Context: an optimization exercise on an open-source flow, tuned for small area, a short achievable clock period and few clock cycles per item. The choices shown serve that exercise and are no tape-out recipe. RTL that was checked went through simulation tests only; none was proved equivalent to the original. The RTL of run 1 was laid out without a check of its function.

## flow/design.v (module list and top-level ports; edited modules follow where they fit)
// module cos_input_port: 31 lines
// module mul_cs: 296 lines
// module sq_cs: 224 lines
// module term_c2: 236 lines
// module term_c5: 150 lines
// module term_c3: 164 lines
// module term_c6: 124 lines
// module term_c4: 126 lines
// module term_c7: 214 lines
// module add_pfx: 28 lines
// module term_add: 20 lines
// module carry_pfx: 25 lines
// module cos_output_port: 56 lines
// module cos_taylor_top: 276 lines
module cos_taylor_top (
	input  logic                                    major_clk,
	input  logic                                    rst,
	input  logic                                    in_req,
	input  logic signed [cos_pkg::angle_width-1:0]  in_angle,
	output logic                                    in_ack,
	output logic                                    out_req,
	input  logic                                    out_ack,
	output logic signed [cos_pkg::result_width-1:0] out_result
);
  // ...
==> flow/flow/run.sh <==
#!/bin/bash
set -euo pipefail
MARGIN=$(cat flow/margin.txt)
bash standard.sh SETUP_SLACK_MARGIN="$MARGIN" TNS_END_PERCENT=100 finish > standard.log 2>&1
==> flow/flow/margin.txt <==
6.2
==> flow/standard.sh <==
#!/bin/bash
# synth_recipe.tcl (not shown) runs the flow's synth.tcl, then flattens the netlist and writes it again
# the make line also repeats each setting of config.mk as NAME=value (left out here)
make -C /OpenROAD-flow-scripts/flow DESIGN_CONFIG=/design/flow/config.mk WORK_HOME=/design/flow/orfs CLKGATE_MAP_FILE= SYNTH_SCRIPT=/design/flow/synth_recipe.tcl "${@:-finish}"
==> flow/config.mk <==
export PLATFORM = sky130hd
export DESIGN_NAME = cos_taylor_top
export DESIGN_NICKNAME = cos_taylor_top
export VERILOG_FILES = /design/flow/design.v
export SDC_FILE = /design/flow/constraint.sdc
export NUM_CORES = 4
export LEC_CHECK = 0
export CAP_MARGIN = 20
export CORE_MARGIN = 2
export CORE_UTILIZATION = 40
export PLACE_DENSITY = 0.6
export SLEW_MARGIN = 20
==> flow/constraint.sdc <==
create_clock -name core_clock -period 9.5 [get_ports {major_clk}]
set_input_delay 1.9000 -clock core_clock [delete_from_list [all_inputs] [get_ports {major_clk}]]
set_output_delay 1.9000 -clock core_clock [all_outputs]
set_load 0.01 [all_outputs]
==> results.cfg, run 1 <==
[placed_design]
place_area_mm2 = 0.0909
io_buffers = 37

[final_layout]
final_cell_mix = 1281 x inv_1, 1110 x fa_1, 935 x dfxtp_1
final_area_mm2 = 0.0998
utilization_pct = 45.5
largest_class = multi-input combinational cells
multi_input_area_share_pct = 56.1
seq-cell-share_pct = 26.5
antenna_cells = 3

[logic_synthesis]
synth_common_cells = 1304 x inv_1, 1139 x dfxtp_1, 1118 x fa_1
synth-seq-cells = 1240
yosys_warnings = 60
post_synth_num_cell_types = 74
synth_compound_area_share_pct = 11.8
synth_xor_area_share_pct = 11.2
netlist_area_mm2 = 0.0882
syn_inst = 8343
synth_nets = 10100
synth-simple-area-share_pct = 4.46
synthArstFlopShare_pct = 0

[clock_tree]
ctsResizeCount = 386

[die]
nWellTaps = 2871
fp.dieW_um = 474
start_util_pct = 40.2

[routing]
wl_um = 228000
drtIter0Drc = 4738
wl_met2_um = 104000

[critical_path]
cp_slowest_cell = fa_1
start_kind = flop
r2r-start = ra_x[5][2]$_DFF_P_

[sta]
min_period_ps = 3450
layout_setup_ws_ps = 6050

[hold_path]
holdPathEnd = ra_bd[5][5]$_DFF_P_

[outcome]
status = no timing/DRC/antenna violations
==> module cos_taylor_top, before the edit <==
module cos_taylor_top (
	input  logic                                    major_clk,
	input  logic                                    rst,
	input  logic                                    in_req,
	input  logic signed [cos_pkg::angle_width-1:0]  in_angle,
	output logic                                    in_ack,
	output logic                                    out_req,
	input  logic                                    out_ack,
	output logic signed [cos_pkg::result_width-1:0] out_result
);
	localparam int NM = 6;    
	localparam int LC = 11;   
	localparam int CW = 33 - LC;
	function automatic logic [23:0] booth(input logic [15:0] a);
		logic [16:0] e;
		logic [7:0]  one, two, neg;
		e = {a, 1'b0};
		for (int i = 0; i < 8; i++) begin
			neg[i] = e[2*i+2];
			one[i] = e[2*i+1] ^ e[2*i];
			two[i] = (e[2*i+2] & ~e[2*i+1] & ~e[2*i]) | (~e[2*i+2] & e[2*i+1] & e[2*i]);
		end
		booth = {neg, two, one};
	endfunction
	logic        a0_v;
	logic [15:0] a0_ang;
	logic        q1_take;
	cos_input_port u_cos_input_port (
		.major_clk (major_clk),
		.rst       (rst),
		.in_req    (in_req),
		.in_angle  (in_angle),
		.in_ack    (in_ack),
		.take      (q1_take),
		.angle     (a0_ang),
		.angle_v   (a0_v)
	);
	logic [17:0] sq_r0, sq_r1;
	logic        sq_c;
	sq_cs u_sq (.a(a0_ang), .r0(sq_r0), .r1(sq_r1), .cin(sq_c));
	logic        q1_v;
	logic [17:0] q1_r0, q1_r1;
	logic        q1_c;
	logic [15:0] q1_a;
	logic        recirc;       
	logic        q1_go;        
	assign q1_go   = q1_v && !recirc;
	assign q1_take = !q1_v || q1_go;
	always_ff @(posedge major_clk) begin
		if (rst)
			q1_v <= 1'b0;
		else
			q1_v <= (a0_v && q1_take) || (q1_v && !q1_go);
	end
	always_ff @(posedge major_clk) begin
		if (q1_take) begin
			q1_r0 <= sq_r0;
			q1_r1 <= sq_r1;
			q1_c  <= sq_c;
			q1_a  <= a0_ang;
		end
	end
	logic [17:0] new_x;
	logic [15:0] new_acc;
	add_pfx #(.W(18)) u_p2 (.a(q1_r0), .b(q1_r1), .cin(q1_c), .s(new_x));
	logic [15:0] na_a, na_b, na_x, na_m;
	assign na_a = {~q1_r0[13:0], 2'b00};
	assign na_b = {~q1_r1[13:0], 2'b00};
	assign na_x = na_a ^ na_b ^ 16'h4004;
	assign na_m = (na_a & na_b) | ((na_a | na_b) & 16'h4004);
	add_pfx #(.W(16)) u_na (.a(na_x), .b({na_m[14:2], ~q1_c, 2'b00}), .cin(1'b0), .s(new_acc));
	logic        ra_v   [1:NM];
	logic        ra_p2  [1:NM];    
	logic        ra_pk  [1:NM];    
	logic [17:0] ra_x   [1:NM];
	logic [23:0] ra_bd  [1:NM];
	logic [15:0] ra_acc [1:NM];
	logic        rb_v   [1:NM];
	logic        rb_p2  [1:NM];
	logic        rb_pk  [1:NM];
	logic [CW-1:0] rb_s [1:NM];
	logic [CW-1:0] rb_c [1:NM];
	logic        rb_ci  [1:NM];
	logic [23:0] rb_bd  [1:NM];
	logic [15:0] rb_acc [1:NM];
	logic        rb_tv  [1:NM];    
	logic [15:0] rb_t0  [1:NM];
	logic [15:0] rb_t1  [1:NM];
	logic        rb_tc  [1:NM];
	logic        r0_v, r0_p2, r0_pk;
	logic [17:0] r0_x;
	logic [23:0] r0_bd;
	logic [15:0] r0_acc;
	for (genvar m = 1; m <= NM; m++) begin : g_stage
		logic [CW-1:0] s, c;
		logic          ci;
		mul_cs u_mul (
			.x   (ra_x[m]),
			.one (ra_bd[m][7:0]),
			.two (ra_bd[m][15:8]),
			.neg (ra_bd[m][23:16]),
			.r0  (s),
			.r1  (c),
			.cin (ci)
		);
		logic [15:0] t0, t1;
		logic        tc, tv;
		if (m == 1) begin : g_t
			term_c4 u_t (.x(ra_x[m]), .r0(t0), .r1(t1), .cin(tc));
			assign tv = ra_p2[m] && !ra_pk[m];
		end else if (m == 3) begin : g_t
			logic [15:0] a0, a1, b0, b1;
			logic        ac, bc;
			term_c2 u_ta (.x(ra_x[m]), .r0(a0), .r1(a1), .cin(ac));
			term_c5 u_tb (.x(ra_x[m]), .r0(b0), .r1(b1), .cin(bc));
			assign t0 = ra_p2[m] ? b0 : a0;
			assign t1 = ra_p2[m] ? b1 : a1;
			assign tc = ra_p2[m] ? bc : ac;
			assign tv = !ra_pk[m];
		end else if (m == 5) begin : g_t
			logic [15:0] a0, a1, b0, b1;
			logic        ac, bc;
			term_c3 u_ta (.x(ra_x[m]), .r0(a0), .r1(a1), .cin(ac));
			term_c6 u_tb (.x(ra_x[m]), .r0(b0), .r1(b1), .cin(bc));
			assign t0 = ra_p2[m] ? b0 : a0;
			assign t1 = ra_p2[m] ? b1 : a1;
			assign tc = ra_p2[m] ? bc : ac;
			assign tv = !ra_pk[m];
		end else begin : g_t
			assign t0 = '0;
			assign t1 = '0;
			assign tc = 1'b0;
			assign tv = 1'b0;
		end
		always_ff @(posedge major_clk) begin
			if (rst)
				rb_v[m] <= 1'b0;
			else
				rb_v[m] <= ra_v[m];
		end
		always_ff @(posedge major_clk) begin
			rb_p2[m]  <= ra_p2[m];
			rb_pk[m]  <= ra_pk[m];
			rb_s[m]   <= s;
			rb_c[m]   <= c;
			rb_ci[m]  <= ci;
			rb_bd[m]  <= ra_bd[m];
			rb_acc[m] <= ra_acc[m];
			rb_tv[m]  <= tv;
			rb_t0[m]  <= t0;
			rb_t1[m]  <= t1;
			rb_tc[m]  <= tc;
		end
		logic [CW-1:0] yw;
		logic [17:0]   y;
		logic [15:0]   acc_n;
		add_pfx #(.W(CW)) u_y (.a(rb_s[m]), .b(rb_c[m]), .cin(rb_ci[m]), .s(yw));
		assign y = yw[CW-1:15-LC];
		term_add u_add (
			.acc (rb_acc[m]),
			.en  (rb_tv[m]),
			.r0  (rb_t0[m]),
			.r1  (rb_t1[m]),
			.cin (rb_tc[m]),
			.sum (acc_n)
		);
		if (m < NM) begin : g_next
			always_ff @(posedge major_clk) begin
				if (rst)
					ra_v[m+1] <= 1'b0;
				else
					ra_v[m+1] <= rb_v[m];
			end
			always_ff @(posedge major_clk) begin
				ra_p2[m+1]  <= rb_p2[m];
				ra_pk[m+1]  <= rb_pk[m];
				ra_x[m+1]   <= y;
				ra_bd[m+1]  <= rb_bd[m];
				ra_acc[m+1] <= acc_n;
			end
		end else begin : g_last
			always_ff @(posedge major_clk) begin
				if (rst)
					r0_v <= 1'b0;
				else
					r0_v <= rb_v[m];
			end
			always_ff @(posedge major_clk) begin
				r0_p2  <= rb_p2[m];
				r0_pk  <= rb_pk[m];
				r0_x   <= rb_pk[m] ? rb_bd[m][17:0] : y;   
				r0_bd  <= rb_bd[m];
				r0_acc <= acc_n;
			end
		end
	end
	logic        credit;
	logic        leave;
	logic [17:0] p14;
	logic [3:0]  pk_in;    
	logic [3:0]  pk_out;   
	assign leave  = r0_v && r0_p2 && credit &&
	                (r0_pk ? (r0_bd[21:18] == pk_out) : (pk_in == pk_out));
	assign recirc = r0_v && !leave;
	assign p14    = r0_x;
	always_ff @(posedge major_clk) begin
		if (rst) begin
			pk_in  <= '0;
			pk_out <= '0;
		end else begin
			if (recirc && r0_p2 && !r0_pk)
				pk_in <= pk_in + 1'b1;
			if (leave && r0_pk)
				pk_out <= pk_out + 1'b1;
		end
	end
	always_ff @(posedge major_clk) begin
		if (rst)
			ra_v[1] <= 1'b0;
		else
			ra_v[1] <= recirc || q1_v;
	end
	always_ff @(posedge major_clk) begin
		if (recirc) begin
			ra_p2[1]  <= 1'b1;
			ra_pk[1]  <= r0_p2;
			ra_x[1]   <= r0_x;
			ra_bd[1]  <= (r0_p2 && !r0_pk) ? {r0_bd[23:22], pk_in, r0_x} : r0_bd;
			ra_acc[1] <= r0_acc;
		end else begin
			ra_p2[1]  <= 1'b0;
			ra_pk[1]  <= 1'b0;
			ra_x[1]   <= new_x;
			ra_bd[1]  <= booth(q1_a);
			ra_acc[1] <= new_acc;
		end
	end
	logic [15:0] t7_0, t7_1;
	logic        t7_c;
	term_c7 u_t7 (.x(p14), .r0(t7_0), .r1(t7_1), .cin(t7_c));
	logic        e1_v;
	logic [15:0] e1_acc, e1_t0, e1_t1;
	logic        e1_tc;
	always_ff @(posedge major_clk) begin
		if (rst)
			e1_v <= 1'b0;
		else
			e1_v <= leave;
	end
	always_ff @(posedge major_clk) begin
		e1_acc <= r0_acc;
		e1_t0  <= t7_0;
		e1_t1  <= t7_1;
		e1_tc  <= t7_c;
	end
	logic [15:0] res;
	term_add u_add7 (
		.acc (e1_acc),
		.en  (1'b1),
		.r0  (e1_t0),
		.r1  (e1_t1),
		.cin (e1_tc),
		.sum (res)
	);
	cos_output_port u_cos_output_port (
		.major_clk  (major_clk),
		.rst        (rst),
		.res_v      (e1_v),
		.res        (res),
		.credit     (credit),
		.pend_v     (e1_v),
		.out_req    (out_req),
		.out_ack    (out_ack),
		.out_result (out_result)
	);
endmodule
==> run 2, diff against run 1 <==
--- a/flow/design.v
+++ b/flow/design.v
@@ -37,18 +37,18 @@
 	end
 endmodule
 `timescale 1ns/1ps
 module mul_cs (
 	input  logic [17:0] x,
 	input  logic [7:0]  one,
 	input  logic [7:0]  two,
 	input  logic [7:0]  neg,
-	output logic [21:0] r0,
-	output logic [21:0] r1,
+	output logic [24:0] r0,
+	output logic [24:0] r1,
 	output logic        cin
 );
 	wire b = x[17] ^ neg[7];
 	wire m1 = (((one[0] & x[8]) | (two[0] & x[7])) ^ neg[0]) ^ (((one[1] & x[6]) | (two[1] & x[5])) ^ neg[1]);
 	wire m2 = (((one[0] & x[8]) | (two[0] & x[7])) ^ neg[0]) & (((one[1] & x[6]) | (two[1] & x[5])) ^ neg[1]);
 	wire m3 = (((one[0] & x[9]) | (two[0] & x[8])) ^ neg[0]) ^ (((one[1] & x[7]) | (two[1] & x[6])) ^ neg[1]);
 	wire m4 = (((one[0] & x[9]) | (two[0] & x[8])) ^ neg[0]) & (((one[1] & x[7]) | (two[1] & x[6])) ^ neg[1]);
 	wire m5 = (((one[0] & x[10]) | (two[0] & x[9])) ^ neg[0]) ^ (((one[1] & x[8]) | (two[1] & x[7])) ^ neg[1]) ^ (((one[2] & x[6]) | (two[2] & x[5])) ^ neg[2]);
@@ -323,19 +323,19 @@
 	wire m274 = (m160 & m212) | (m160 & m213) | (m212 & m213);
 	wire m275 = 1'b1 ^ m214 ^ m215;
 	wire m276 = (1'b1 & m214) | (1'b1 & m215) | (m214 & m215);
 	wire m277 = ~(((one[6] | two[6]) & x[17]) ^ neg[6]) ^ (((one[7] & x[16]) | (two[7] & x[15])) ^ neg[7]) ^ m216;
 	wire m278 = (~(((one[6] | two[6]) & x[17]) ^ neg[6]) & (((one[7] & x[16]) | (two[7] & x[15])) ^ neg[7])) | (~(((one[6] | two[6]) & x[17]) ^ neg[6]) & m216) | ((((one[7] & x[16]) | (two[7] & x[15])) ^ neg[7]) & m216);
 	wire m279 = (((one[7] & x[17]) | (two[7] & x[16])) ^ neg[7]) ^ 1'b1;
 	wire m280 = (((one[7] & x[17]) | (two[7] & x[16])) ^ neg[7]) & 1'b1;
 	wire m_co;
-	carry_pfx #(.W(11)) u_m_co (.a({m236, m234, m232, m230, m228, m226, m224, m222, m220, m218, b}), .b({m237, m235, m233, m231, m229, m227, m225, m223, m221, m219, m217}), .co(m_co));
-	assign r0 = {~(((one[7] | two[7]) & x[17]) ^ neg[7]), m278, m276, m274, m272, m270, m268, m266, m264, m262, m260, m258, m256, m254, m252, m250, m248, m246, m244, m242, m240, m238};
-	assign r1 = {m280, m279, m277, m275, m273, m271, m269, m267, m265, m263, m261, m259, m257, m255, m253, m251, m249, m247, m245, m243, m241, m239};
+	carry_pfx #(.W(8)) u_m_co (.a({m230, m228, m226, m224, m222, m220, m218, b}), .b({m231, m229, m227, m225, m223, m221, m219, m217}), .co(m_co));
+	assign r0 = {~(((one[7] | two[7]) & x[17]) ^ neg[7]), m278, m276, m274, m272, m270, m268, m266, m264, m262, m260, m258, m256, m254, m252, m250, m248, m246, m244, m242, m240, m238, m236, m234, m232};
+	assign r1 = {m280, m279, m277, m275, m273, m271, m269, m267, m265, m263, m261, m259, m257, m255, m253, m251, m249, m247, m245, m243, m241, m239, m237, m235, m233};
 	assign cin = m_co;
 endmodule
 module sq_cs (
 	input  logic [15:0] a,
 	output logic [17:0] r0,
 	output logic [17:0] r1,
 	output logic        cin
 );
@@ -939,304 +939,16 @@
 	wire t137 = t55 ^ t86 ^ t87;
 	wire t138 = (t55 & t86) | (t55 & t87) | (t86 & t87);
 	wire t_co;
 	carry_pfx #(.W(12)) u_t_co (.a({t104, t102, t100, t98, t96, t94, t92, t90, 1'b1, ~x[1], ~x[0], 1'b0}), .b({t105, t103, t101, t99, t97, t95, t93, t91, t89, 1'b0, 1'b1, 1'b0}), .co(t_co));
 	assign r0 = {t136, t134, t132, t130, t128, t126, t124, t122, t120, t118, t116, t114, t112, t110, t108, t106};
 	assign r1 = {t137, t135, t133, t131, t129, t127, t125, t123, t121, t119, t117, t115, t113, t111, t109, t107};
 	assign cin = t_co;
 endmodule
-module term_c3 (
-	input  logic [17:0] x,
-	output logic [15:0] r0,
-	output logic [15:0] r1,
-	output logic        cin
-);
-	wire t1 = ~x[17] ^ x[14];
-	wire t2 = ~x[17] & x[14];
-	wire t3 = x[15] ^ ~x[13];
-	wire t4 = x[15] & ~x[13];
-	wire t5 = x[16] ^ ~x[14];
-	wire t6 = x[16] & ~x[14];
-	wire t7 = ~x[17] ^ ~x[15] ^ x[10];
-	wire t8 = (~x[17] & ~x[15]) | (~x[17] & x[10]) | (~x[15] & x[10]);
-	wire t9 = ~x[16] ^ x[11];
-	wire t10 = ~x[16] & x[11];
-	wire t11 = x[12] ^ x[9];
-	wire t12 = x[12] & x[9];
-	wire t13 = x[13] ^ x[10] ^ ~x[8];
-	wire t14 = (x[13] & x[10]) | (x[13] & ~x[8]) | (x[10] & ~x[8]);
-	wire t15 = x[14] ^ x[11] ^ ~x[9];
-	wire t16 = (x[14] & x[11]) | (x[14] & ~x[9]) | (x[11] & ~x[9]);
-	wire t17 = x[15] ^ x[12] ^ ~x[10];
-	wire t18 = (x[15] & x[12]) | (x[15] & ~x[10]) | (x[12] & ~x[10]);
-	wire t19 = x[5] ^ x[3];
-	wire t20 = x[5] & x[3];
-	wire t21 = x[16] ^ x[13] ^ ~x[11];
-	wire t22 = (x[16] & x[13]) | (x[16] & ~x[11]) | (x[13] & ~x[11]);
-	wire t23 = x[6] ^ x[4] ^ x[1];
-	wire t24 = (x[6] & x[4]) | (x[6] & x[1]) | (x[4] & x[1]);
-	wire t25 = ~x[12] ^ x[7] ^ x[5];
-	wire t26 = (~x[12] & x[7]) | (~x[12] & x[5]) | (x[7] & x[5]);
-	wire t27 = x[2] ^ ~x[0] ^ t1;
-	wire t28 = (x[2] & ~x[0]) | (x[2] & t1) | (~x[0] & t1);
-	wire t29 = x[8] ^ x[6] ^ x[3];
-	wire t30 = (x[8] & x[6]) | (x[8] & x[3]) | (x[6] & x[3]);
-	wire t31 = ~x[1] ^ t2 ^ t3;
-	wire t32 = (~x[1] & t2) | (~x[1] & t3) | (t2 & t3);
-	wire t33 = x[9] ^ x[7] ^ x[4];
-	wire t34 = (x[9] & x[7]) | (x[9] & x[4]) | (x[7] & x[4]);
-	wire t35 = ~x[2] ^ t4 ^ t5;
-	wire t36 = (~x[2] & t4) | (~x[2] & t5) | (t4 & t5);
-	wire t37 = x[8] ^ x[5] ^ ~x[3];
-	wire t38 = (x[8] & x[5]) | (x[8] & ~x[3]) | (x[5] & ~x[3]);
-	wire t39 = 1'b1 ^ t6 ^ t7;
-	wire t40 = (1'b1 & t6) | (1'b1 & t7) | (t6 & t7);
-	wire t41 = x[9] ^ x[6] ^ ~x[4];
-	wire t42 = (x[9] & x[6]) | (x[9] & ~x[4]) | (x[6] & ~x[4]);
-	wire t43 = 1'b1 ^ t8 ^ t9;
-	wire t44 = (1'b1 & t8) | (1'b1 & t9) | (t8 & t9);
-	wire t45 = x[17] ^ x[12] ^ x[10];
-	wire t46 = (x[17] & x[12]) | (x[17] & x[10]) | (x[12] & x[10]);
-	wire t47 = x[7] ^ ~x[5] ^ t10;
-	wire t48 = (x[7] & ~x[5]) | (x[7] & t10) | (~x[5] & t10);
-	wire t49 = x[13] ^ x[11] ^ x[8];
-	wire t50 = (x[13] & x[11]) | (x[13] & x[8]) | (x[11] & x[8]);
-	wire t51 = ~x[6] ^ 1'b1;
-	wire t52 = ~x[6] & 1'b1;
-	wire t53 = x[14] ^ x[12] ^ x[9];
-	wire t54 = (x[14] & x[12]) | (x[14] & x[9]) | (x[12] & x[9]);
-	wire t55 = ~x[7] ^ 1'b1;
-	wire t56 = ~x[7] & 1'b1;
-	wire t57 = x[15] ^ x[13] ^ x[10];
-	wire t58 = (x[15] & x[13]) | (x[15] & x[10]) | (x[13] & x[10]);
-	wire t59 = ~x[8] ^ 1'b1;
-	wire t60 = ~x[8] & 1'b1;
-	wire t61 = x[16] ^ x[14] ^ x[11];
-	wire t62 = (x[16] & x[14]) | (x[16] & x[11]) | (x[14] & x[11]);
-	wire t63 = ~x[9] ^ 1'b1;
-	wire t64 = ~x[9] & 1'b1;
-	wire t65 = x[5] ^ x[2];
-	wire t66 = x[5] & x[2];
-	wire t67 = x[6] ^ x[3];
-	wire t68 = x[6] & x[3];
-	wire t69 = x[7] ^ x[4];
-	wire t70 = x[7] & x[4];
-	wire t71 = x[8] ^ x[5];
-	wire t72 = x[8] & x[5];
-	wire t73 = x[9] ^ x[6];
-	wire t74 = x[9] & x[6];
-	wire t75 = x[10] ^ x[7] ^ ~x[5];
-	wire t76 = (x[10] & x[7]) | (x[10] & ~x[5]) | (x[7] & ~x[5]);
-	wire t77 = x[11] ^ x[8] ^ ~x[6];
-	wire t78 = (x[11] & x[8]) | (x[11] & ~x[6]) | (x[8] & ~x[6]);
-	wire t79 = ~x[7] ^ x[2] ^ x[0];
-	wire t80 = (~x[7] & x[2]) | (~x[7] & x[0]) | (x[2] & x[0]);
-	wire t81 = x[3] ^ x[1] ^ t12;
-	wire t82 = (x[3] & x[1]) | (x[3] & t12) | (x[1] & t12);
-	wire t83 = x[4] ^ x[2] ^ t14;
-	wire t84 = (x[4] & x[2]) | (x[4] & t14) | (x[2] & t14);
-	wire t85 = x[0] ^ t16 ^ t17;
-	wire t86 = (x[0] & t16) | (x[0] & t17) | (t16 & t17);
-	wire t87 = t18 ^ t20 ^ t21;
-	wire t88 = (t18 & t20) | (t18 & t21) | (t20 & t21);
-	wire t89 = t22 ^ t24 ^ t25;
-	wire t90 = (t22 & t24) | (t22 & t25) | (t24 & t25);
-	wire t91 = t26 ^ t28 ^ t29;
-	wire t92 = (t26 & t28) | (t26 & t29) | (t28 & t29);
-	wire t93 = t30 ^ t32 ^ t33;
-	wire t94 = (t30 & t32) | (t30 & t33) | (t32 & t33);
-	wire t95 = t34 ^ t36 ^ t37;
-	wire t96 = (t34 & t36) | (t34 & t37) | (t36 & t37);
-	wire t97 = t38 ^ t40 ^ t41;
-	wire t98 = (t38 & t40) | (t38 & t41) | (t40 & t41);
-	wire t99 = t42 ^ t44 ^ t45;
-	wire t100 = (t42 & t44) | (t42 & t45) | (t44 & t45);
-	wire t101 = t46 ^ t48 ^ t49;
-	wire t102 = (t46 & t48) | (t46 & t49) | (t48 & t49);
-	wire t103 = t50 ^ t52 ^ t53;
-	wire t104 = (t50 & t52) | (t50 & t53) | (t52 & t53);
-	wire t105 = t54 ^ t56 ^ t57;
-	wire t106 = (t54 & t56) | (t54 & t57) | (t56 & t57);
-	wire t107 = t58 ^ t60 ^ t61;
-	wire t108 = (t58 & t60) | (t58 & t61) | (t60 & t61);
-	wire t109 = ~x[0] ^ 1'b1;
-	wire t110 = ~x[0] & 1'b1;
-	wire t111 = ~x[1] ^ t66 ^ t67;
-	wire t112 = (~x[1] & t66) | (~x[1] & t67) | (t66 & t67);
-	wire t113 = ~x[2] ^ t68 ^ t69;
-	wire t114 = (~x[2] & t68) | (~x[2] & t69) | (t68 & t69);
-	wire t115 = ~x[3] ^ t70 ^ t71;
-	wire t116 = (~x[3] & t70) | (~x[3] & t71) | (t70 & t71);
-	wire t117 = ~x[4] ^ t72 ^ t73;
-	wire t118 = (~x[4] & t72) | (~x[4] & t73) | (t72 & t73);
-	wire t119 = x[0] ^ t74 ^ t75;
-	wire t120 = (x[0] & t74) | (x[0] & t75) | (t74 & t75);
-	wire t121 = x[1] ^ t76 ^ t77;
-	wire t122 = (x[1] & t76) | (x[1] & t77) | (t76 & t77);
-	wire t123 = t11 ^ t78 ^ t79;
-	wire t124 = (t11 & t78) | (t11 & t79) | (t78 & t79);
-	wire t125 = t13 ^ t80 ^ t81;
-	wire t126 = (t13 & t80) | (t13 & t81) | (t80 & t81);
-	wire t127 = t15 ^ t82 ^ t83;
-	wire t128 = (t15 & t82) | (t15 & t83) | (t82 & t83);
-	wire t129 = t19 ^ t84 ^ t85;
-	wire t130 = (t19 & t84) | (t19 & t85) | (t84 & t85);
-	wire t131 = t23 ^ t86 ^ t87;
-	wire t132 = (t23 & t86) | (t23 & t87) | (t86 & t87);
-	wire t133 = t27 ^ t88 ^ t89;
-	wire t134 = (t27 & t88) | (t27 & t89) | (t88 & t89);
-	wire t135 = t31 ^ t90 ^ t91;
-	wire t136 = (t31 & t90) | (t31 & t91) | (t90 & t91);
-	wire t137 = t35 ^ t92 ^ t93;
-	wire t138 = (t35 & t92) | (t35 & t93) | (t92 & t93);
-	wire t139 = t39 ^ t94 ^ t95;
-	wire t140 = (t39 & t94) | (t39 & t95) | (t94 & t95);
-	wire t141 = t43 ^ t96 ^ t97;
-	wire t142 = (t43 & t96) | (t43 & t97) | (t96 & t97);
-	wire t143 = t47 ^ t98 ^ t99;
-	wire t144 = (t47 & t98) | (t47 & t99) | (t98 & t99);
-	wire t145 = t51 ^ t100 ^ t101;
-	wire t146 = (t51 & t100) | (t51 & t101) | (t100 & t101);
-	wire t147 = t55 ^ t102 ^ t103;
-	wire t148 = (t55 & t102) | (t55 & t103) | (t102 & t103);
-	wire t149 = t59 ^ t104 ^ t105;
-	wire t150 = (t59 & t104) | (t59 & t105) | (t104 & t105);
-	wire t151 = t63 ^ t106 ^ t107;
-	wire t152 = (t63 & t106) | (t63 & t107) | (t106 & t107);
-	wire t_co;
-	carry_pfx #(.W(12)) u_t_co (.a({t118, t116, t114, t112, t110, t65, x[4], x[3], x[2], x[1], x[0], 1'b0}), .b({t119, t117, t115, t113, t111, t109, x[1], x[0], 1'b0, 1'b0, 1'b0, 1'b0}), .co(t_co));
-	assign r0 = {t150, t148, t146, t144, t142, t140, t138, t136, t134, t132, t130, t128, t126, t124, t122, t120};
-	assign r1 = {t151, t149, t147, t145, t143, t141, t139, t137, t135, t133, t131, t129, t127, t125, t123, t121};
-	assign cin = t_co;
-endmodule
-module term_c6 (
-	input  logic [17:0] x,
-	output logic [15:0] r0,
-	output logic [15:0] r1,
-	output logic        cin
-);
-	wire t1 = ~x[15] ^ ~x[12];
-	wire t2 = ~x[15] & ~x[12];
-	wire t3 = ~x[16] ^ ~x[13] ^ ~x[9];
-	wire t4 = (~x[16] & ~x[13]) | (~x[16] & ~x[9]) | (~x[13] & ~x[9]);
-	wire t5 = x[17] ^ ~x[14] ^ ~x[10];
-	wire t6 = (x[17] & ~x[14]) | (x[17] & ~x[10]) | (~x[14] & ~x[10]);
-	wire t7 = x[5] ^ x[2];
-	wire t8 = x[5] & x[2];
-	wire t9 = ~x[15] ^ ~x[11] ^ x[6];
-	wire t10 = (~x[15] & ~x[11]) | (~x[15] & x[6]) | (~x[11] & x[6]);
-	wire t11 = x[3] ^ 1'b1;
-	wire t12 = x[3] & 1'b1;
-	wire t13 = ~x[16] ^ ~x[12] ^ x[7];
-	wire t14 = (~x[16] & ~x[12]) | (~x[16] & x[7]) | (~x[12] & x[7]);
-	wire t15 = x[4] ^ 1'b1;
-	wire t16 = x[4] & 1'b1;
-	wire t17 = x[17] ^ ~x[13] ^ x[8];
-	wire t18 = (x[17] & ~x[13]) | (x[17] & x[8]) | (~x[13] & x[8]);
-	wire t19 = ~x[14] ^ x[9];
-	wire t20 = ~x[14] & x[9];
-	wire t21 = ~x[15] ^ x[10];
-	wire t22 = ~x[15] & x[10];
-	wire t23 = ~x[16] ^ x[11];
-	wire t24 = ~x[16] & x[11];
-	wire t25 = ~x[7] ^ ~x[4];
-	wire t26 = ~x[7] & ~x[4];
-	wire t27 = ~x[8] ^ ~x[5];
-	wire t28 = ~x[8] & ~x[5];
-	wire t29 = ~x[9] ^ ~x[6];
-	wire t30 = ~x[9] & ~x[6];
-	wire t31 = ~x[10] ^ ~x[7];
-	wire t32 = ~x[10] & ~x[7];
-	wire t33 = ~x[11] ^ ~x[8];
-	wire t34 = ~x[11] & ~x[8];
-	wire t35 = ~x[12] ^ ~x[9] ^ ~x[5];
-	wire t36 = (~x[12] & ~x[9]) | (~x[12] & ~x[5]) | (~x[9] & ~x[5]);
-	wire t37 = ~x[13] ^ ~x[10] ^ ~x[6];
-	wire t38 = (~x[13] & ~x[10]) | (~x[13] & ~x[6]) | (~x[10] & ~x[6]);
-	wire t39 = ~x[14] ^ ~x[11] ^ ~x[7];
-	wire t40 = (~x[14] & ~x[11]) | (~x[14] & ~x[7]) | (~x[11] & ~x[7]);
-	wire t41 = ~x[8] ^ x[3] ^ x[0];
-	wire t42 = (~x[8] & x[3]) | (~x[8] & x[0]) | (x[3] & x[0]);
-	wire t43 = x[4] ^ x[1] ^ t2;
-	wire t44 = (x[4] & x[1]) | (x[4] & t2) | (x[1] & t2);
-	wire t45 = 1'b1 ^ t4 ^ t5;
-	wire t46 = (1'b1 & t4) | (1'b1 & t5) | (t4 & t5);
-	wire t47 = t6 ^ t8 ^ t9;
-	wire t48 = (t6 & t8) | (t6 & t9) | (t8 & t9);
-	wire t49 = t10 ^ t12 ^ t13;
-	wire t50 = (t10 & t12) | (t10 & t13) | (t12 & t13);
-	wire t51 = x[5] ^ t14 ^ t16;
-	wire t52 = (x[5] & t14) | (x[5] & t16) | (t14 & t16);
-	wire t53 = x[6] ^ 1'b1 ^ t18;
-	wire t54 = (x[6] & 1'b1) | (x[6] & t18) | (1'b1 & t18);
-	wire t55 = x[7] ^ 1'b1 ^ t20;
-	wire t56 = (x[7] & 1'b1) | (x[7] & t20) | (1'b1 & t20);
-	wire t57 = x[8] ^ 1'b1 ^ t22;
-	wire t58 = (x[8] & 1'b1) | (x[8] & t22) | (1'b1 & t22);
-	wire t59 = x[17] ^ x[12] ^ x[9];
-	wire t60 = (x[17] & x[12]) | (x[17] & x[9]) | (x[12] & x[9]);
-	wire t61 = x[13] ^ x[10];
-	wire t62 = x[13] & x[10];
-	wire t63 = x[14] ^ x[11];
-	wire t64 = x[14] & x[11];
-	wire t65 = ~x[3] ^ ~x[0];
-	wire t66 = ~x[3] & ~x[0];
-	wire t67 = ~x[4] ^ ~x[1];
-	wire t68 = ~x[4] & ~x[1];
-	wire t69 = ~x[5] ^ ~x[2];
-	wire t70 = ~x[5] & ~x[2];
-	wire t71 = ~x[6] ^ ~x[3];
-	wire t72 = ~x[6] & ~x[3];
-	wire t73 = ~x[0] ^ 1'b1 ^ t25;
-	wire t74 = (~x[0] & 1'b1) | (~x[0] & t25) | (1'b1 & t25);
-	wire t75 = ~x[1] ^ t26 ^ t27;
-	wire t76 = (~x[1] & t26) | (~x[1] & t27) | (t26 & t27);
-	wire t77 = ~x[2] ^ t28 ^ t29;
-	wire t78 = (~x[2] & t28) | (~x[2] & t29) | (t28 & t29);
-	wire t79 = ~x[3] ^ t30 ^ t31;
-	wire t80 = (~x[3] & t30) | (~x[3] & t31) | (t30 & t31);
-	wire t81 = ~x[4] ^ t32 ^ t33;
-	wire t82 = (~x[4] & t32) | (~x[4] & t33) | (t32 & t33);
-	wire t83 = x[0] ^ t34 ^ t35;
-	wire t84 = (x[0] & t34) | (x[0] & t35) | (t34 & t35);
-	wire t85 = x[1] ^ t36 ^ t37;
-	wire t86 = (x[1] & t36) | (x[1] & t37) | (t36 & t37);
-	wire t87 = x[2] ^ t38 ^ t39;
-	wire t88 = (x[2] & t38) | (x[2] & t39) | (t38 & t39);
-	wire t89 = t1 ^ t40 ^ t41;
-	wire t90 = (t1 & t40) | (t1 & t41) | (t40 & t41);
-	wire t91 = t3 ^ t42 ^ t43;
-	wire t92 = (t3 & t42) | (t3 & t43) | (t42 & t43);
-	wire t93 = t7 ^ t44 ^ t45;
-	wire t94 = (t7 & t44) | (t7 & t45) | (t44 & t45);
-	wire t95 = t11 ^ t46 ^ t47;
-	wire t96 = (t11 & t46) | (t11 & t47) | (t46 & t47);
-	wire t97 = t15 ^ t48 ^ t49;
-	wire t98 = (t15 & t48) | (t15 & t49) | (t48 & t49);
-	wire t99 = t17 ^ t50 ^ t51;
-	wire t100 = (t17 & t50) | (t17 & t51) | (t50 & t51);
-	wire t101 = t19 ^ t52 ^ t53;
-	wire t102 = (t19 & t52) | (t19 & t53) | (t52 & t53);
-	wire t103 = t21 ^ t54 ^ t55;
-	wire t104 = (t21 & t54) | (t21 & t55) | (t54 & t55);
-	wire t105 = t23 ^ t56 ^ t57;
-	wire t106 = (t23 & t56) | (t23 & t57) | (t56 & t57);
-	wire t107 = t24 ^ t58 ^ t59;
-	wire t108 = (t24 & t58) | (t24 & t59) | (t58 & t59);
-	wire t109 = 1'b1 ^ t60 ^ t61;
-	wire t110 = (1'b1 & t60) | (1'b1 & t61) | (t60 & t61);
-	wire t111 = 1'b1 ^ t62 ^ t63;
-	wire t112 = (1'b1 & t62) | (1'b1 & t63) | (t62 & t63);
-	wire t_co;
-	carry_pfx #(.W(12)) u_t_co (.a({t78, t76, t74, t72, t70, t68, t66, 1'b1, ~x[2], ~x[1], ~x[0], 1'b0}), .b({t79, t77, t75, t73, t71, t69, t67, t65, 1'b0, 1'b0, 1'b1, 1'b0}), .co(t_co));
-	assign r0 = {t110, t108, t106, t104, t102, t100, t98, t96, t94, t92, t90, t88, t86, t84, t82, t80};
-	assign r1 = {t111, t109, t107, t105, t103, t101, t99, t97, t95, t93, t91, t89, t87, t85, t83, t81};
-	assign cin = t_co;
-endmodule
 module term_c4 (
 	input  logic [17:0] x,
 	output logic [15:0] r0,
 	output logic [15:0] r1,
 	output logic        cin
 );
 	wire t1 = ~x[17] ^ ~x[15];
 	wire t2 = ~x[17] & ~x[15];
@@ -1567,16 +1279,225 @@
 	wire t201 = t102 ^ t150 ^ t151;
 	wire t202 = (t102 & t150) | (t102 & t151) | (t150 & t151);
 	wire t_co;
 	carry_pfx #(.W(14)) u_t_co (.a({t168, t166, t164, t162, t160, t158, t156, t154, t103, x[4], x[3], x[2], x[1], x[0]}), .b({t169, t167, t165, t163, t161, t159, t157, t155, t153, x[1], x[0], 1'b0, 1'b0, 1'b0}), .co(t_co));
 	assign r0 = {t200, t198, t196, t194, t192, t190, t188, t186, t184, t182, t180, t178, t176, t174, t172, t170};
 	assign r1 = {t201, t199, t197, t195, t193, t191, t189, t187, t185, t183, t181, t179, t177, t175, t173, t171};
 	assign cin = t_co;
 endmodule
+module term_c3_c6 (
+	input  logic [17:0] x,
+	input  logic        pass,
+	output logic [15:0] r0,
+	output logic [15:0] r1,
+	output logic        cin
+);
+	wire t1 = ~(x[17] ^ pass) ^ (x[14] ^ pass);
+	wire t2 = ~(x[17] ^ pass) & (x[14] ^ pass);
+	wire t3 = (x[15] ^ pass) ^ (x[12] ^ pass);
+	wire t4 = (x[15] ^ pass) & (x[12] ^ pass);
+	wire t5 = (x[16] ^ pass) ^ (x[13] ^ pass) ^ ((x[11] & ~pass) ^ ~pass);
+	wire t6 = ((x[16] ^ pass) & (x[13] ^ pass)) | ((x[16] ^ pass) & ((x[11] & ~pass) ^ ~pass)) | ((x[13] ^ pass) & ((x[11] & ~pass) ^ ~pass));
+	wire t7 = ((x[12] & ~pass) ^ ~pass) ^ ((x[10] & pass) ^ pass) ^ (x[7] & ~pass);
+	wire t8 = (((x[12] & ~pass) ^ ~pass) & ((x[10] & pass) ^ pass)) | (((x[12] & ~pass) ^ ~pass) & (x[7] & ~pass)) | (((x[10] & pass) ^ pass) & (x[7] & ~pass));
+	wire t9 = x[5] ^ x[2] ^ ((x[0] & ~pass) ^ ~pass);
+	wire t10 = (x[5] & x[2]) | (x[5] & ((x[0] & ~pass) ^ ~pass)) | (x[2] & ((x[0] & ~pass) ^ ~pass));
+	wire t11 = (x[15] ^ pass) ^ ((x[13] & ~pass) ^ ~pass) ^ ((x[11] & pass) ^ pass);
+	wire t12 = ((x[15] ^ pass) & ((x[13] & ~pass) ^ ~pass)) | ((x[15] ^ pass) & ((x[11] & pass) ^ pass)) | (((x[13] & ~pass) ^ ~pass) & ((x[11] & pass) ^ pass));
+	wire t13 = (x[8] & ~pass) ^ x[6] ^ x[3];
+	wire t14 = ((x[8] & ~pass) & x[6]) | ((x[8] & ~pass) & x[3]) | (x[6] & x[3]);
+	wire t15 = ((x[1] & ~pass) ^ ~pass) ^ 1'b1;
+	wire t16 = ((x[1] & ~pass) ^ ~pass) & 1'b1;
+	wire t17 = (x[16] ^ pass) ^ ((x[14] & ~pass) ^ ~pass) ^ ((x[12] & pass) ^ pass);
+	wire t18 = ((x[16] ^ pass) & ((x[14] & ~pass) ^ ~pass)) | ((x[16] ^ pass) & ((x[12] & pass) ^ pass)) | (((x[14] & ~pass) ^ ~pass) & ((x[12] & pass) ^ pass));
+	wire t19 = (x[9] & ~pass) ^ x[7] ^ x[4];
+	wire t20 = ((x[9] & ~pass) & x[7]) | ((x[9] & ~pass) & x[4]) | (x[7] & x[4]);
+	wire t21 = ((x[2] & ~pass) ^ ~pass) ^ 1'b1;
+	wire t22 = ((x[2] & ~pass) ^ ~pass) & 1'b1;
+	wire t23 = ~(x[17] ^ pass) ^ ((x[15] & ~pass) ^ ~pass) ^ ((x[13] & pass) ^ pass);
+	wire t24 = (~(x[17] ^ pass) & ((x[15] & ~pass) ^ ~pass)) | (~(x[17] ^ pass) & ((x[13] & pass) ^ pass)) | (((x[15] & ~pass) ^ ~pass) & ((x[13] & pass) ^ pass));
+	wire t25 = (x[10] & ~pass) ^ x[8] ^ x[5];
+	wire t26 = ((x[10] & ~pass) & x[8]) | ((x[10] & ~pass) & x[5]) | (x[8] & x[5]);
+	wire t27 = ((x[16] & ~pass) ^ ~pass) ^ ((x[14] & pass) ^ pass) ^ (x[11] & ~pass);
+	wire t28 = (((x[16] & ~pass) ^ ~pass) & ((x[14] & pass) ^ pass)) | (((x[16] & ~pass) ^ ~pass) & (x[11] & ~pass)) | (((x[14] & pass) ^ pass) & (x[11] & ~pass));
+	wire t29 = x[9] ^ x[6];
+	wire t30 = x[9] & x[6];
+	wire t31 = ~((x[17] & ~pass) ^ ~pass) ^ ((x[15] & pass) ^ pass) ^ (x[12] & ~pass);
+	wire t32 = (~((x[17] & ~pass) ^ ~pass) & ((x[15] & pass) ^ pass)) | (~((x[17] & ~pass) ^ ~pass) & (x[12] & ~pass)) | (((x[15] & pass) ^ pass) & (x[12] & ~pass));
+	wire t33 = ((x[16] & pass) ^ pass) ^ (x[13] & ~pass);
+	wire t34 = ((x[16] & pass) ^ pass) & (x[13] & ~pass);
+	wire t35 = (x[7] ^ pass) ^ (x[4] ^ pass);
+	wire t36 = (x[7] ^ pass) & (x[4] ^ pass);
+	wire t37 = (x[8] ^ pass) ^ (x[5] ^ pass);
+	wire t38 = (x[8] ^ pass) & (x[5] ^ pass);
+	wire t39 = (x[9] ^ pass) ^ (x[6] ^ pass);
+	wire t40 = (x[9] ^ pass) & (x[6] ^ pass);
+	wire t41 = (x[10] ^ pass) ^ (x[7] ^ pass) ^ ((x[5] & ~pass) ^ ~pass);
+	wire t42 = ((x[10] ^ pass) & (x[7] ^ pass)) | ((x[10] ^ pass) & ((x[5] & ~pass) ^ ~pass)) | ((x[7] ^ pass) & ((x[5] & ~pass) ^ ~pass));
+	wire t43 = (x[11] ^ pass) ^ (x[8] ^ pass) ^ ((x[6] & ~pass) ^ ~pass);
+	wire t44 = ((x[11] ^ pass) & (x[8] ^ pass)) | ((x[11] ^ pass) & ((x[6] & ~pass) ^ ~pass)) | ((x[8] ^ pass) & ((x[6] & ~pass) ^ ~pass));
+	wire t45 = (x[12] ^ pass) ^ (x[9] ^ pass) ^ ((x[7] & ~pass) ^ ~pass);
+	wire t46 = ((x[12] ^ pass) & (x[9] ^ pass)) | ((x[12] ^ pass) & ((x[7] & ~pass) ^ ~pass)) | ((x[9] ^ pass) & ((x[7] & ~pass) ^ ~pass));
+	wire t47 = ((x[5] & pass) ^ pass) ^ (x[2] & ~pass);
+	wire t48 = ((x[5] & pass) ^ pass) & (x[2] & ~pass);
+	wire t49 = (x[13] ^ pass) ^ (x[10] ^ pass) ^ ((x[8] & ~pass) ^ ~pass);
+	wire t50 = ((x[13] ^ pass) & (x[10] ^ pass)) | ((x[13] ^ pass) & ((x[8] & ~pass) ^ ~pass)) | ((x[10] ^ pass) & ((x[8] & ~pass) ^ ~pass));
+	wire t51 = ((x[6] & pass) ^ pass) ^ (x[3] & ~pass) ^ x[1];
+	wire t52 = (((x[6] & pass) ^ pass) & (x[3] & ~pass)) | (((x[6] & pass) ^ pass) & x[1]) | ((x[3] & ~pass) & x[1]);
+	wire t53 = (x[14] ^ pass) ^ (x[11] ^ pass) ^ ((x[9] & ~pass) ^ ~pass);
+	wire t54 = ((x[14] ^ pass) & (x[11] ^ pass)) | ((x[14] ^ pass) & ((x[9] & ~pass) ^ ~pass)) | ((x[11] ^ pass) & ((x[9] & ~pass) ^ ~pass));
+	wire t55 = ((x[7] & pass) ^ pass) ^ (x[4] & ~pass) ^ x[2];
+	wire t56 = (((x[7] & pass) ^ pass) & (x[4] & ~pass)) | (((x[7] & pass) ^ pass) & x[2]) | ((x[4] & ~pass) & x[2]);
+	wire t57 = ((x[10] & ~pass) ^ ~pass) ^ ((x[8] & pass) ^ pass) ^ (x[5] & ~pass);
+	wire t58 = (((x[10] & ~pass) ^ ~pass) & ((x[8] & pass) ^ pass)) | (((x[10] & ~pass) ^ ~pass) & (x[5] & ~pass)) | (((x[8] & pass) ^ pass) & (x[5] & ~pass));
+	wire t59 = x[3] ^ x[0] ^ t3;
+	wire t60 = (x[3] & x[0]) | (x[3] & t3) | (x[0] & t3);
+	wire t61 = ((x[9] & pass) ^ pass) ^ (x[6] & ~pass) ^ x[4];
+	wire t62 = (((x[9] & pass) ^ pass) & (x[6] & ~pass)) | (((x[9] & pass) ^ pass) & x[4]) | ((x[6] & ~pass) & x[4]);
+	wire t63 = x[1] ^ t4 ^ t5;
+	wire t64 = (x[1] & t4) | (x[1] & t5) | (t4 & t5);
+	wire t65 = ~pass ^ 1'b1 ^ t1;
+	wire t66 = (~pass & 1'b1) | (~pass & t1) | (1'b1 & t1);
+	wire t67 = t6 ^ t7 ^ t9;
+	wire t68 = (t6 & t7) | (t6 & t9) | (t7 & t9);
+	wire t69 = t2 ^ t8 ^ t10;
+	wire t70 = (t2 & t8) | (t2 & t10) | (t8 & t10);
+	wire t71 = t11 ^ t13 ^ t15;
+	wire t72 = (t11 & t13) | (t11 & t15) | (t13 & t15);
+	wire t73 = t12 ^ t14 ^ t16;
+	wire t74 = (t12 & t14) | (t12 & t16) | (t14 & t16);
+	wire t75 = t17 ^ t19 ^ t21;
+	wire t76 = (t17 & t19) | (t17 & t21) | (t19 & t21);
+	wire t77 = ((x[3] & ~pass) ^ ~pass) ^ t18 ^ t20;
+	wire t78 = (((x[3] & ~pass) ^ ~pass) & t18) | (((x[3] & ~pass) ^ ~pass) & t20) | (t18 & t20);
+	wire t79 = t22 ^ t23 ^ t25;
+	wire t80 = (t22 & t23) | (t22 & t25) | (t23 & t25);
+	wire t81 = ((x[4] & ~pass) ^ ~pass) ^ 1'b1 ^ t24;
+	wire t82 = (((x[4] & ~pass) ^ ~pass) & 1'b1) | (((x[4] & ~pass) ^ ~pass) & t24) | (1'b1 & t24);
+	wire t83 = t26 ^ t27 ^ t29;
+	wire t84 = (t26 & t27) | (t26 & t29) | (t27 & t29);
+	wire t85 = x[10] ^ x[7] ^ ((x[5] & ~pass) ^ ~pass);
+	wire t86 = (x[10] & x[7]) | (x[10] & ((x[5] & ~pass) ^ ~pass)) | (x[7] & ((x[5] & ~pass) ^ ~pass));
+	wire t87 = t28 ^ t30 ^ t31;
+	wire t88 = (t28 & t30) | (t28 & t31) | (t30 & t31);
+	wire t89 = x[11] ^ x[8] ^ ((x[6] & ~pass) ^ ~pass);
+	wire t90 = (x[11] & x[8]) | (x[11] & ((x[6] & ~pass) ^ ~pass)) | (x[8] & ((x[6] & ~pass) ^ ~pass));
+	wire t91 = 1'b1 ^ t32 ^ t33;
+	wire t92 = (1'b1 & t32) | (1'b1 & t33) | (t32 & t33);
+	wire t93 = ~((x[17] & pass) ^ pass) ^ (x[14] & ~pass) ^ x[12];
+	wire t94 = (~((x[17] & pass) ^ pass) & (x[14] & ~pass)) | (~((x[17] & pass) ^ pass) & x[12]) | ((x[14] & ~pass) & x[12]);
+	wire t95 = x[9] ^ ((x[7] & ~pass) ^ ~pass) ^ t34;
+	wire t96 = (x[9] & ((x[7] & ~pass) ^ ~pass)) | (x[9] & t34) | (((x[7] & ~pass) ^ ~pass) & t34);
+	wire t97 = (x[15] & ~pass) ^ x[13] ^ x[10];
+	wire t98 = ((x[15] & ~pass) & x[13]) | ((x[15] & ~pass) & x[10]) | (x[13] & x[10]);
+	wire t99 = ((x[8] & ~pass) ^ ~pass) ^ 1'b1;
+	wire t100 = ((x[8] & ~pass) ^ ~pass) & 1'b1;
+	wire t101 = (x[16] & ~pass) ^ x[14] ^ x[11];
+	wire t102 = ((x[16] & ~pass) & x[14]) | ((x[16] & ~pass) & x[11]) | (x[14] & x[11]);
+	wire t103 = ((x[9] & ~pass) ^ ~pass) ^ 1'b1;
+	wire t104 = ((x[9] & ~pass) ^ ~pass) & 1'b1;
+	wire t105 = (x[5] ^ pass) ^ (x[2] ^ pass);
+	wire t106 = (x[5] ^ pass) & (x[2] ^ pass);
+	wire t107 = (x[6] ^ pass) ^ (x[3] ^ pass);
+	wire t108 = (x[6] ^ pass) & (x[3] ^ pass);
+	wire t109 = ((x[2] & ~pass) ^ ~pass) ^ ((x[0] & pass) ^ pass) ^ pass;
+	wire t110 = (((x[2] & ~pass) ^ ~pass) & ((x[0] & pass) ^ pass)) | (((x[2] & ~pass) ^ ~pass) & pass) | (((x[0] & pass) ^ pass) & pass);
+	wire t111 = ((x[3] & ~pass) ^ ~pass) ^ ((x[1] & pass) ^ pass) ^ t36;
+	wire t112 = (((x[3] & ~pass) ^ ~pass) & ((x[1] & pass) ^ pass)) | (((x[3] & ~pass) ^ ~pass) & t36) | (((x[1] & pass) ^ pass) & t36);
+	wire t113 = ((x[4] & ~pass) ^ ~pass) ^ ((x[2] & pass) ^ pass) ^ t38;
+	wire t114 = (((x[4] & ~pass) ^ ~pass) & ((x[2] & pass) ^ pass)) | (((x[4] & ~pass) ^ ~pass) & t38) | (((x[2] & pass) ^ pass) & t38);
+	wire t115 = ((x[3] & pass) ^ pass) ^ (x[0] & ~pass) ^ t40;
+	wire t116 = (((x[3] & pass) ^ pass) & (x[0] & ~pass)) | (((x[3] & pass) ^ pass) & t40) | ((x[0] & ~pass) & t40);
+	wire t117 = ((x[4] & pass) ^ pass) ^ (x[1] & ~pass) ^ t42;
+	wire t118 = (((x[4] & pass) ^ pass) & (x[1] & ~pass)) | (((x[4] & pass) ^ pass) & t42) | ((x[1] & ~pass) & t42);
+	wire t119 = x[0] ^ t44 ^ t45;
+	wire t120 = (x[0] & t44) | (x[0] & t45) | (t44 & t45);
+	wire t121 = t46 ^ t48 ^ t49;
+	wire t122 = (t46 & t48) | (t46 & t49) | (t48 & t49);
+	wire t123 = t50 ^ t52 ^ t53;
+	wire t124 = (t50 & t52) | (t50 & t53) | (t52 & t53);
+	wire t125 = t54 ^ t56 ^ t57;
+	wire t126 = (t54 & t56) | (t54 & t57) | (t56 & t57);
+	wire t127 = t58 ^ t60 ^ t61;
+	wire t128 = (t58 & t60) | (t58 & t61) | (t60 & t61);
+	wire t129 = t62 ^ t64 ^ t65;
+	wire t130 = (t62 & t64) | (t62 & t65) | (t64 & t65);
+	wire t131 = t66 ^ t68 ^ t69;
+	wire t132 = (t66 & t68) | (t66 & t69) | (t68 & t69);
+	wire t133 = t70 ^ t72 ^ t73;
+	wire t134 = (t70 & t72) | (t70 & t73) | (t72 & t73);
+	wire t135 = t74 ^ t76 ^ t77;
+	wire t136 = (t74 & t76) | (t74 & t77) | (t76 & t77);
+	wire t137 = t78 ^ t80 ^ t81;
+	wire t138 = (t78 & t80) | (t78 & t81) | (t80 & t81);
+	wire t139 = t82 ^ t84 ^ t85;
+	wire t140 = (t82 & t84) | (t82 & t85) | (t84 & t85);
+	wire t141 = t86 ^ t88 ^ t89;
+	wire t142 = (t86 & t88) | (t86 & t89) | (t88 & t89);
+	wire t143 = t90 ^ t92 ^ t93;
+	wire t144 = (t90 & t92) | (t90 & t93) | (t92 & t93);
+	wire t145 = t94 ^ t96 ^ t97;
+	wire t146 = (t94 & t96) | (t94 & t97) | (t96 & t97);
+	wire t147 = t98 ^ t100 ^ t101;
+	wire t148 = (t98 & t100) | (t98 & t101) | (t100 & t101);
+	wire t149 = (x[3] ^ pass) ^ (x[0] ^ pass);
+	wire t150 = (x[3] ^ pass) & (x[0] ^ pass);
+	wire t151 = (x[4] ^ pass) ^ (x[1] ^ pass);
+	wire t152 = (x[4] ^ pass) & (x[1] ^ pass);
+	wire t153 = ((x[0] & ~pass) ^ ~pass) ^ ~pass ^ t105;
+	wire t154 = (((x[0] & ~pass) ^ ~pass) & ~pass) | (((x[0] & ~pass) ^ ~pass) & t105) | (~pass & t105);
+	wire t155 = ((x[1] & ~pass) ^ ~pass) ^ t106 ^ t107;
+	wire t156 = (((x[1] & ~pass) ^ ~pass) & t106) | (((x[1] & ~pass) ^ ~pass) & t107) | (t106 & t107);
+	wire t157 = t35 ^ t108 ^ t109;
+	wire t158 = (t35 & t108) | (t35 & t109) | (t108 & t109);
+	wire t159 = t37 ^ t110 ^ t111;
+	wire t160 = (t37 & t110) | (t37 & t111) | (t110 & t111);
+	wire t161 = t39 ^ t112 ^ t113;
+	wire t162 = (t39 & t112) | (t39 & t113) | (t112 & t113);
+	wire t163 = t41 ^ t114 ^ t115;
+	wire t164 = (t41 & t114) | (t41 & t115) | (t114 & t115);
+	wire t165 = t43 ^ t116 ^ t117;
+	wire t166 = (t43 & t116) | (t43 & t117) | (t116 & t117);
+	wire t167 = t47 ^ t118 ^ t119;
+	wire t168 = (t47 & t118) | (t47 & t119) | (t118 & t119);
+	wire t169 = t51 ^ t120 ^ t121;
+	wire t170 = (t51 & t120) | (t51 & t121) | (t120 & t121);
+	wire t171 = t55 ^ t122 ^ t123;
+	wire t172 = (t55 & t122) | (t55 & t123) | (t122 & t123);
+	wire t173 = t59 ^ t124 ^ t125;
+	wire t174 = (t59 & t124) | (t59 & t125) | (t124 & t125);
+	wire t175 = t63 ^ t126 ^ t127;
+	wire t176 = (t63 & t126) | (t63 & t127) | (t126 & t127);
+	wire t177 = t67 ^ t128 ^ t129;
+	wire t178 = (t67 & t128) | (t67 & t129) | (t128 & t129);
+	wire t179 = t71 ^ t130 ^ t131;
+	wire t180 = (t71 & t130) | (t71 & t131) | (t130 & t131);
+	wire t181 = t75 ^ t132 ^ t133;
+	wire t182 = (t75 & t132) | (t75 & t133) | (t132 & t133);
+	wire t183 = t79 ^ t134 ^ t135;
+	wire t184 = (t79 & t134) | (t79 & t135) | (t134 & t135);
+	wire t185 = t83 ^ t136 ^ t137;
+	wire t186 = (t83 & t136) | (t83 & t137) | (t136 & t137);
+	wire t187 = t87 ^ t138 ^ t139;
+	wire t188 = (t87 & t138) | (t87 & t139) | (t138 & t139);
+	wire t189 = t91 ^ t140 ^ t141;
+	wire t190 = (t91 & t140) | (t91 & t141) | (t140 & t141);
+	wire t191 = t95 ^ t142 ^ t143;
+	wire t192 = (t95 & t142) | (t95 & t143) | (t142 & t143);
+	wire t193 = t99 ^ t144 ^ t145;
+	wire t194 = (t99 & t144) | (t99 & t145) | (t144 & t145);
+	wire t195 = t103 ^ t146 ^ t147;
+	wire t196 = (t103 & t146) | (t103 & t147) | (t146 & t147);
+	wire t_co;
+	carry_pfx #(.W(12)) u_t_co (.a({t162, t160, t158, t156, t154, t152, t150, pass, (x[2] ^ pass), (x[1] ^ pass), (x[0] ^ pass), 1'b0}), .b({t163, t161, t159, t157, t155, t153, t151, t149, 1'b0, 1'b0, pass, 1'b0}), .co(t_co));
+	assign r0 = {t194, t192, t190, t188, t186, t184, t182, t180, t178, t176, t174, t172, t170, t168, t166, t164};
+	assign r1 = {t195, t193, t191, t189, t187, t185, t183, t181, t179, t177, t175, t173, t171, t169, t167, t165};
+	assign cin = t_co;
+endmodule
 `timescale 1ns/1ps
 import cos_pkg::*;
 module add_pfx #(
 	parameter int W = 16
 ) (
 	input  logic [W-1:0] a,
 	input  logic [W-1:0] b,
 	input  logic         cin,
@@ -1713,17 +1634,17 @@
 	input  logic                                    in_req,
 	input  logic signed [cos_pkg::angle_width-1:0]  in_angle,
 	output logic                                    in_ack,
 	output logic                                    out_req,
 	input  logic                                    out_ack,
 	output logic signed [cos_pkg::result_width-1:0] out_result
 );
 	localparam int NM = 6;    
-	localparam int LC = 11;   
+	localparam int LC = 8;    
 	localparam int CW = 33 - LC;
 	function automatic logic [23:0] booth(input logic [15:0] a);
 		logic [16:0] e;
 		logic [7:0]  one, two, neg;
 		e = {a, 1'b0};
 		for (int i = 0; i < 8; i++) begin
 			neg[i] = e[2*i+2];
 			one[i] = e[2*i+1] ^ e[2*i];
@@ -1822,23 +1743,17 @@
 			logic        ac, bc;
 			term_c2 u_ta (.x(ra_x[m]), .r0(a0), .r1(a1), .cin(ac));
 			term_c5 u_tb (.x(ra_x[m]), .r0(b0), .r1(b1), .cin(bc));
 			assign t0 = ra_p2[m] ? b0 : a0;
 			assign t1 = ra_p2[m] ? b1 : a1;
 			assign tc = ra_p2[m] ? bc : ac;
 			assign tv = !ra_pk[m];
 		end else if (m == 5) begin : g_t
-			logic [15:0] a0, a1, b0, b1;
-			logic        ac, bc;
-			term_c3 u_ta (.x(ra_x[m]), .r0(a0), .r1(a1), .cin(ac));
-			term_c6 u_tb (.x(ra_x[m]), .r0(b0), .r1(b1), .cin(bc));
-			assign t0 = ra_p2[m] ? b0 : a0;
-			assign t1 = ra_p2[m] ? b1 : a1;
-			assign tc = ra_p2[m] ? bc : ac;
+			term_c3_c6 u_t (.x(ra_x[m]), .pass(ra_p2[m]), .r0(t0), .r1(t1), .cin(tc));
 			assign tv = !ra_pk[m];
 		end else begin : g_t
 			assign t0 = '0;
 			assign t1 = '0;
 			assign tc = 1'b0;
 			assign tv = 1'b0;
 		end
 		always_ff @(posedge major_clk) begin
==> flow/flow/margin.txt (replaced) <==
6.35
==> flow/config.mk (replaced) <==
export PLATFORM = sky130hd
export DESIGN_NAME = cos_taylor_top
export DESIGN_NICKNAME = cos_taylor_top
export VERILOG_FILES = /design/flow/design.v
export SDC_FILE = /design/flow/constraint.sdc
export NUM_CORES = 4
export LEC_CHECK = 0
export CAP_MARGIN = 20
export CORE_MARGIN = 2
export CORE_UTILIZATION = 40
export CTS_CLUSTER_DIAMETER = 70
export CTS_CLUSTER_SIZE = 24
export PLACE_DENSITY = 0.6
export SLEW_MARGIN = 20
==> run 2 against run 1 <==
Compared with the run above:
- cell count rose by 2.5%
- register-to-register slack improved by 310 ps
- critical path type unchanged
- worst setup slack better by 310 ps
- non-clock buffer count increased by 41
- die area rose by 0.84%
- count of clock-buffer cells in the layout down 65
==> results.cfg, run 2 <==
[critical_path]
path_buf_inv = 2
cp_common_cell = a21o_1
cp_slowest_cell = dfxtp_1
crit_end = rb_tc[5]$_DFF_P_
endpoint_kind = flop
path_depth = 14
crit_chain = buf_8 > inv_1 > ha_1 > ha_1 > ha_1 > a41o_1 > a21o_1 > a21o_1 > a21o_1 > a21o_1 > a21oi_1 > nor2b_1 > o21ai_0 > nand2b_1
cp.arrival_ps = 3790
crit_start = ra_x[5][3]$_DFF_P_
rrSetupSlack_ps = 6360
crit_family = compound AO/OA/AOI/OAI gates
r2r-start = ra_x[5][3]$_DFF_P_
required_ps = 10150
crit_type = flop to flop
worstReg2RegEnd = rb_tc[5]$_DFF_P_
rr_worst_depth = 14
critPathMaxStageDelay_ps = 340
start_kind = flop
crit_fanout = 22

[global_routing]
overflow = 0
grt_usage_pct = 21.0
antenna_found_initial = 12
grt_max_degree = 78
grt_pass1_vias = 63400
grt_pass1_wl_um = 369000

[die]
start_util_pct = 40.1
io_pins = 38
std_cell_rows = 173
die_h_um = 476
fp.dieArea_mm2 = 0.226
core_area_mm2 = 0.222
fp.dieW_um = 476

[final_layout]
fin_nets = 10300
utilization_pct = 45.2
final_cells = 11600
area_growth_pct = 12.6
reg_top3 = rb_c: 150 flops, rb_s: 150 flops
drive_gt1_share_pct = 12.2
final_cell_mix = 1384 x inv_1, 1066 x fa_1, 966 x dfxtp_1
final_area_mm2 = 0.100
layout_commonest_cell = inv_1
num-fill-cells = 20600

[logic_synthesis]
synth-seq-cells = 1276
yosysSeqAreaShare_pct = 29.9
synth.most_common_cell = inv_1
yosys-top-cells-area = dfxtp_1 26%, fa_1 25%, ha_1 9.1%, xnor2_1 6.9%, a22oi_1 6.9%
synthArstFlopShare_pct = 0
syn_area_per_cell_um2 = 10.4
synth_top_area_share_pct = 26.5
synth_nets = 10300
ys.flop_type = dfxtp_1
synth_enable_flop_cells = 101
yosys_warnings = 63
post_synth_num_cell_types = 74
netlist_area_mm2 = 0.0889
synth_common_cells = 1423 x inv_1, 1175 x dfxtp_1, 1094 x fa_1
yosys.area.top_type = dfxtp_1
syn_inst = 8548

[routing]
met1Wirelength_um = 103000
drtIter0Drc = 5044
via_per_inst = 5.23
wl_met3_um = 17600
drt-pass1-iter-count = 8
postRouteAntennaNets = 0
drcViolationCount = 0
wl_um = 242000
wl_met2_um = 113000
top_layer = met5
vias = 60600
wl_per_cell_um = 20.9

[sta]
max_slew.worst_pin.slew_ps = 1120
rsz0062_at_grt = yes
min_period_ps = 3140
period_share_pct = 33.0
max_freq_mhz = 319
setup_viol = 0
fin_setup_tns_ps = 0
skew_ps = 32.2
slew_headroom_pct = 25.2
drv_slew = 0
hold_viol = 0

[clock_tree]
clk_latency_ps = 760
cts-hold-fix-buffers = 0
clockBufferDepth = 3
htreeDepth = 3
cts.sinks = 1276
numCtsBuffers = 96
cts_root_buffer = clkbuf_16
cts_tree = done
clk_pin_slew_ps = 90

[hold_path]
hp-class = flop to flop

[placed_design]
place_area_mm2 = 0.0918
hpwl_um = 162000
dp.cells = 11100
io_buffers = 37
place.gp.congestion = 0.898

[flow_run]
drv_cap = 0

[outcome]
status = no timing/DRC/antenna violations
run 2: cell type report:
| type | instances | area [um2] | share of cell area (%) |
|---|---|---|---|
| multi-input combinational | 5280 | 55800 | 55.7 |
| sequential | 1276 | 27300 | 27.2 |
| inverter | 1430 | 5430 | 5.42 |
| timing repair buffer | 440 | 4380 | 4.38 |
| tap | 2975 | 3720 | 3.72 |
| clock buffer | 108 | 2530 | 2.53 |
| clock inverter | 65 | 1000 | 1.00 |
| antenna | 7 | 17.5 | 0.0175 |
| timing repair inverter | 1 | 7.51 | 0.00750 |
run 2: timing repair:
action / 4_1_cts / 5_1_grt
pin swaps: 18 / 104
resized for setup: 416 / 340
cloned: 1 / 8
buffers inserted: 133 / 178
endpoints found under the setup margin: 459 / 259
run 2: cells by family (layout without fill, tap and decap cells):
logic type | count (synthesis) | count (layout) | synth area share [%]
compound gates | 1467 | 1467 | 11.4
other cells | 0 | 7 | 0
buf+inv | 1992 | 2044 | 8.41
flops | 1276 | 1276 | 29.9
simple gates | 890 | 890 | 4.81
fa+ha+maj | 1749 | 1749 | 33.8
mux | 57 | 57 | 0.692
xor+xnor | 1117 | 1117 | 11.0
run 2: metal layers:
metal / vias to the layer above / GRT usage [%]
li1: 27200 / -
met1: 30600 / 28.1
met2: 2302 / 34.4
met3: 485 / 3.28
met4: 4 / 7.26
met5: - / 0
run 2: metrics by stage:
stage	hold slack [ps]	worst slack [ps]
2_1_floorplan	309	5840
3_5_place_dp	312	5160
6_report	312	6360
3_3_place_gp	310	5030
5_1_grt	307	6210
4_1_cts	298	6230
run 2: worst min path at each step:
stage                              start                   end  cells past startpoint
global route         rb_bd[5][9]$_DFF_P_   ra_bd[6][9]$_DFF_P_                      0
floorplan               rb_p2[4]$_DFF_P_      ra_p2[5]$_DFF_P_                      0
finish               rb_bd[5][9]$_DFF_P_   ra_bd[6][9]$_DFF_P_                      0
detailed placement      rb_p2[4]$_DFF_P_      ra_p2[5]$_DFF_P_                      0
global placement    rb_bd[2][14]$_DFF_P_  ra_bd[3][14]$_DFF_P_                      0
CTS                  rb_bd[5][9]$_DFF_P_   ra_bd[6][9]$_DFF_P_                      0
Testbench counts of run 2, summed over its fixed seeds: cycles 4,344, items 2,048.

separate check: timing with driven ports:
Ports are ideal in the flow. The routed layouts listed here were re-timed in OpenROAD.
Step 1 assumes that a clkbuf_16 drives the clock port and a buf_2 every other input.
Step 2 also shifts input and output timing later by t, the mid clock arrival at the registers, as if the neighbouring blocks saw the same clock.
Slacks: ideal / step 1 / step 2; pairs: ideal / step 1.
| run | shift t [ns] | setup slack, ns | worst register clock-pin slew, ns | worst data-port slew with drivers (ns) | pins driven straight from the clock port |
|---|---|---|---|---|---|
| run 1 | 0.877 | 6.055 / 6.055 / 5.963 | 0.07 / 0.07 | 0.04 | 1 |
| run 2 | 0.833 | 6.361 / 6.308 / 6.361 | 0.09 / 0.09 | 0.03 | 1 |
After both steps setup and hold are still met in every run listed. The setup slack of run 1, which loses most, moves by 0.000 ns with the drivers and by -0.092 ns with both steps.
